Source: an optimization exercise on an open RTL-to-GDS flow (aim: small area). Production flows keep margins and buffers that such runs may drop. In this exercise RTL edits were held to simulation tests only and were not proved equivalent to the original. Power and IR drop assume default switching activity.

// aes_req_arbiter
module aes_req_arbiter
#(
  parameter int N_REQ      = 4,
  parameter int LATENCY    = 41,
  parameter int FIFO_DEPTH = 8
) (
  input  logic                          clock,
  input  logic                          reset_n,
  input  logic [N_REQ-1:0]              i_req_valid,
  input  logic [N_REQ*BLOCK_W-1:0]      i_req_state,
  input  logic [N_REQ*BLOCK_W-1:0]      i_req_key,
  output logic [N_REQ-1:0]              o_req_ready,
  output logic                          o_core_tx_en,
  output logic [BLOCK_W-1:0]            o_core_state,
  output logic [BLOCK_W-1:0]            o_core_key,
  input  logic                          i_core_tx_en,
  input  logic [BLOCK_W-1:0]            i_core_state,
  output logic                          o_rsp_valid,
  output logic [$clog2(N_REQ)-1:0]      o_rsp_id,
  output logic [BLOCK_W-1:0]            o_rsp_state,
  input  logic                          i_rsp_ready,
  output logic [$clog2(FIFO_DEPTH):0]   o_outstanding,
  output logic                          o_err
);
  localparam int ID_W  = $clog2(N_REQ);
  localparam int CNT_W = $clog2(FIFO_DEPTH) + 1;
  localparam int PTR_W = $clog2(FIFO_DEPTH);
  ...
clock: 7.0 ns
lec_check: 0
cap_margin: 20
core_area: 10 10 590 590
die_area: 0 0 600 600
slew_margin: 20
run.sh (not shown) runs the stock make flow with config.mk's settings and CLKGATE_MAP_FILE= SYNTH_SCRIPT=/design/flow/synth_recipe.tcl, a recipe that flattens the netlist after the stock synthesis.
The first run passed the timing, design-rule and antenna checks.
Change:
==> flow/flow/run.sh (new file) <==
#!/bin/bash
# Standard ORFS layout, with every port buffered by the smallest buffer cell.
set -euo pipefail
export BUFFER_PORTS_ARGS="-buffer_cell sky130_fd_sc_hd__buf_1"
bash standard.sh > standard_flow.log 2>&1
==> flow/standard.sh (new file) <==
#!/bin/bash
# synth_recipe.tcl (not shown) runs the flow's synth.tcl, then flattens the netlist and writes it again
# the make line also repeats each setting of config.mk as NAME=value (left out here)
make -C /OpenROAD-flow-scripts/flow DESIGN_CONFIG=/design/flow/config.mk WORK_HOME=/design/flow/orfs CLKGATE_MAP_FILE= SYNTH_SCRIPT=/design/flow/synth_recipe.tcl "${@:-finish}"
CAP_MARGIN = 0   (was 20)
CORE_AREA = 5 5 445 445   (was 10 10 590 590)
CTS_BUF_LIST = sky130_fd_sc_hd__clkbuf_16   (was not set)
CTS_CLUSTER_DIAMETER = 100   (was not set)
CTS_CLUSTER_SIZE = 20   (was not set)
DIE_AREA = 0 0 450 450   (was 0 0 600 600)
SLEW_MARGIN = 0   (was 20)
removed: flow/run.sh
After rerunning: The changed run ran to the end with violations: antenna rules. Non-clock buffer count decreases by 27. Final cell count decreases by about 22%. Final area decreases by 19%. First-iteration DRC count increases by 33%. Via count increases by 4.4%. Die area decreases by about 44%.
Change:
CTS_CLUSTER_DIAMETER = 120   (was 100)
CTS_CLUSTER_SIZE = 22   (was 20)
Outcome: The changed run finished clean; via count barely changes; non-clock buffer count is unchanged; clock skew came out higher by 14 ps; clock-buffer cell count shrinks by 10; global-route usage barely changes; first-iteration DRC count grows by 2.1%; cell count barely changes; worst setup slack improved by 12 ps; critical path depth increases by 1.
Change:
CAP_MARGIN = 20   (was 0)
CORE_AREA = 5 5 355 355   (was 5 5 445 445)
CTS_BUF_LIST = not set   (was sky130_fd_sc_hd__clkbuf_16)
CTS_CLUSTER_DIAMETER = not set   (was 120)
CTS_CLUSTER_SIZE = not set   (was 22)
DIE_AREA = 0 0 360 360   (was 0 0 450 450)
SLEW_MARGIN = 20   (was 0)
Result: The changed run stopped in I/O pin placement; synthesized area does not change; synthesized cell count stays the same.

---

job 3319:
Starting RTL as in the previous note.
clock: 7.0 ns
lec_check: 0
cap_margin: 20
core_area: 5 5 445 445
cts_buf_list: sky130_fd_sc_hd__clkbuf_16
cts_cluster_diameter: 100
cts_cluster_size: 20
die_area: 0 0 450 450
slew_margin: 20
standard.sh (not shown) runs the stock make flow with config.mk's settings and CLKGATE_MAP_FILE= SYNTH_SCRIPT=/design/flow/synth_recipe.tcl, a recipe that flattens the netlist after the stock synthesis.
==> flow/flow/run.sh <==
#!/bin/bash
# Standard ORFS layout, with every port buffered by the smallest buffer cell.
set -euo pipefail
export BUFFER_PORTS_ARGS="-buffer_cell sky130_fd_sc_hd__buf_1"
bash standard.sh > standard_flow.log 2>&1
Relative to job 3319, the following input files were edited for job 319:
Settings: CTS_CLUSTER_SIZE now 50, was 20; DIE_AREA now 0 0 440 250, was 0 0 450 450; CORE_AREA now 5 5 435 245, was 5 5 445 445; CTS_BUF_LIST now sky130_fd_sc_hd__clkbuf_8, was sky130_fd_sc_hd__clkbuf_16.
diff --git a/flow/flow/run.sh b/flow/flow/run.sh
--- a/flow/flow/run.sh
+++ b/flow/flow/run.sh
@@ -2,0 +3 @@
+# IO pins go on the top and bottom edges (met2), one routing track apart.
@@ -4,0 +6 @@
+export PLACE_PINS_ARGS="-min_distance 1 -min_distance_in_tracks -exclude left:* -exclude right:*"
### Flow results
Comparing job 319 against job 3319, there is no change at all in number of nets in the synthesized netlist.
Job 319 vs job 3319 — number of cells in the design after placement dropped by more than 10%
Post-place setup slack: job 319 > job 3319
Routability-driven placement congestion ratio (job 319 / job 3319): 1.15
Job 319 did not finish; the tool stopped in global routing (5_1_grt) with error GRT-0116.
Going from job 3319 to job 319, total CTS buffers shrank by more than half.
### job 319 -> job 8430
Settings: CTS_BUF_LIST: sky130_fd_sc_hd__clkbuf_8 -> sky130_fd_sc_hd__clkbuf_4 sky130_fd_sc_hd__clkbuf_8; CTS_CLUSTER_DIAMETER: 100 -> 60; CTS_CLUSTER_SIZE: 50 -> 30.
[summary]
Seen in the log of job 8430: GRT-0116 during global routing (5_1_grt), after which the run never completed.
Area after synthesis came out exactly the same in job 319 and job 8430.
As far as number of flops mapped to enable cells by yosys goes, job 319 and job 8430 are indistinguishable; the numbers are identical.
[compare] base=job 319 new=job 8430: sink count of the clock tree has remained practically unchanged; placer's final routability congestion estimate has remained practically unchanged.
Re number of different library cells in the post-synthesis netlist: no difference whatsoever between job 319 and job 8430.
As far as largest buffer count on any clock path goes, job 319 and job 8430 are indistinguishable; the numbers are identical.
Against job 319, total CTS buffers in job 8430 rose by more than half.
Input changes introduced in job 8290 (baseline for comparison: job 8430):
Settings: DIE_AREA: 0 0 440 250 -> 0 0 450 450; CTS_BUF_LIST: sky130_fd_sc_hd__clkbuf_4 sky130_fd_sc_hd__clkbuf_8 -> sky130_fd_sc_hd__clkbuf_8; CTS_CLUSTER_DIAMETER: 60 -> 40; CORE_AREA: 5 5 435 245 -> 5 5 445 445; CTS_CLUSTER_SIZE: 30 -> 12.
==> flow/flow/run.sh <==
#!/bin/bash
# Standard ORFS layout, with every port buffered by the smallest buffer cell.
set -euo pipefail
export BUFFER_PORTS_ARGS="-buffer_cell sky130_fd_sc_hd__buf_1"
bash standard.sh > standard_flow.log 2>&1
Results
Job 8290: flow completed, timing, DRC and antenna clean. Against job 8430, job 8290 reports a number of placed instances, taps included that is higher. Post-synthesis instance area: job 8430 vs job 8290 identical. Of job 8290 and job 8430, the lower total cell area at the placement stage belongs to job 8430. The H-tree depth number comes out higher for job 8290 vs job 8430. On total clock sinks, job 8290 and job 8430 are basically level. Row horizontal die dimension: job 8290 higher / job 8430 lower. Comparing pre-CTS setup slack for job 8290 and job 8430, the smaller number came from job 8290. Compared job 8290 vs job 8430, and number of CTS-inserted buffers is up in job 8290. [diff] detailed-placement wirelength estimate, job 8290 relative to job 8430: regression. Of job 8290 and job 8430, it is job 8290 that has the higher vertical die dimension.
Edits applied to the flow inputs when going from job 8290 to job 9797:
Settings: a change of CTS_BUF_LIST from sky130_fd_sc_hd__clkbuf_8 to sky130_fd_sc_hd__clkbuf_16; a change of CTS_CLUSTER_DIAMETER from 40 to 50; a change of CTS_CLUSTER_SIZE from 12 to 20.
--- outcome ---
- Job 9797 went all the way through synthesis, placement and routing and the layout is clean on timing, DRC and antenna.
- Going from job 8290 to job 9797, the power share of the clock group was found to have gone up by 0.3 points.
- NOTE: fmax in job 9797 exceeds that of job 8290
- Job 9797 vs job 8290 — clock buffer instance count of the final layout dropped about 34%.
- Looking at first element of the critical path, the i_req_valid[3] result is from job 9797; the rr_ptr[0] one comes from job 8290.
- In job 9797 relative to job 8290, wire length on met3 had gone up by a little under 10%.
- Global router's overall resource usage: job 8290 vs job 9797, no meaningful difference
- Compared job 9797 against job 8290; non-clock buffer count within noise.
- Per the comparison of job 9797 with job 8290, met2 layer usage reported by global route saw a decrease, power saw an increase.

-- static timing again, ports no longer ideal --
No port has a modelled driver above. Below, the same layouts with a new extraction and two added sets of constraints. Step 1 (the two cells are an assumption about what drives the block):
set clk [get_ports {clock}]
set_driving_cell -lib_cell sky130_fd_sc_hd__clkbuf_16 $clk
set_driving_cell -lib_cell sky130_fd_sc_hd__buf_2 [delete_from_list [all_inputs] $clk]
Step 2 moves the port delays by t, midway between the first and last clock arrival at a register: inputs arrive t later, outputs are due t later. That takes back most of the time a late clock gives input paths. Three values: ideal ports, drivers, drivers and shift; two values: the first two.
run	t (ns)	setup WS [ns]	worst hold slack (ns)	worst slew at a driven data input, ns
the first run of note 1	0.912	1.006 / 0.932 / 0.601	0.328 / 0.328 / 0.328	0.57
the second run of note 1	0.822	1.436 / 1.383 / 1.338	0.350 / 0.350 / 0.350	0.56
the third run of note 1	0.802	1.448 / 1.404 / 1.357	0.344 / 0.344 / 0.344	0.62
job 3319	0.821	1.444 / 1.392 / 1.356	0.350 / 0.350 / 0.350	0.56
job 8290	1.036	1.296 / 1.205 / 1.359	0.338 / 0.338 / 0.338	0.66
job 9797	0.867	1.436 / 1.391 / 1.297	0.352 / 0.352 / 0.352	0.66
The setup slack of the first run of note 1, which loses most, moves by -0.074 ns with the drivers and by -0.405 ns with both steps.
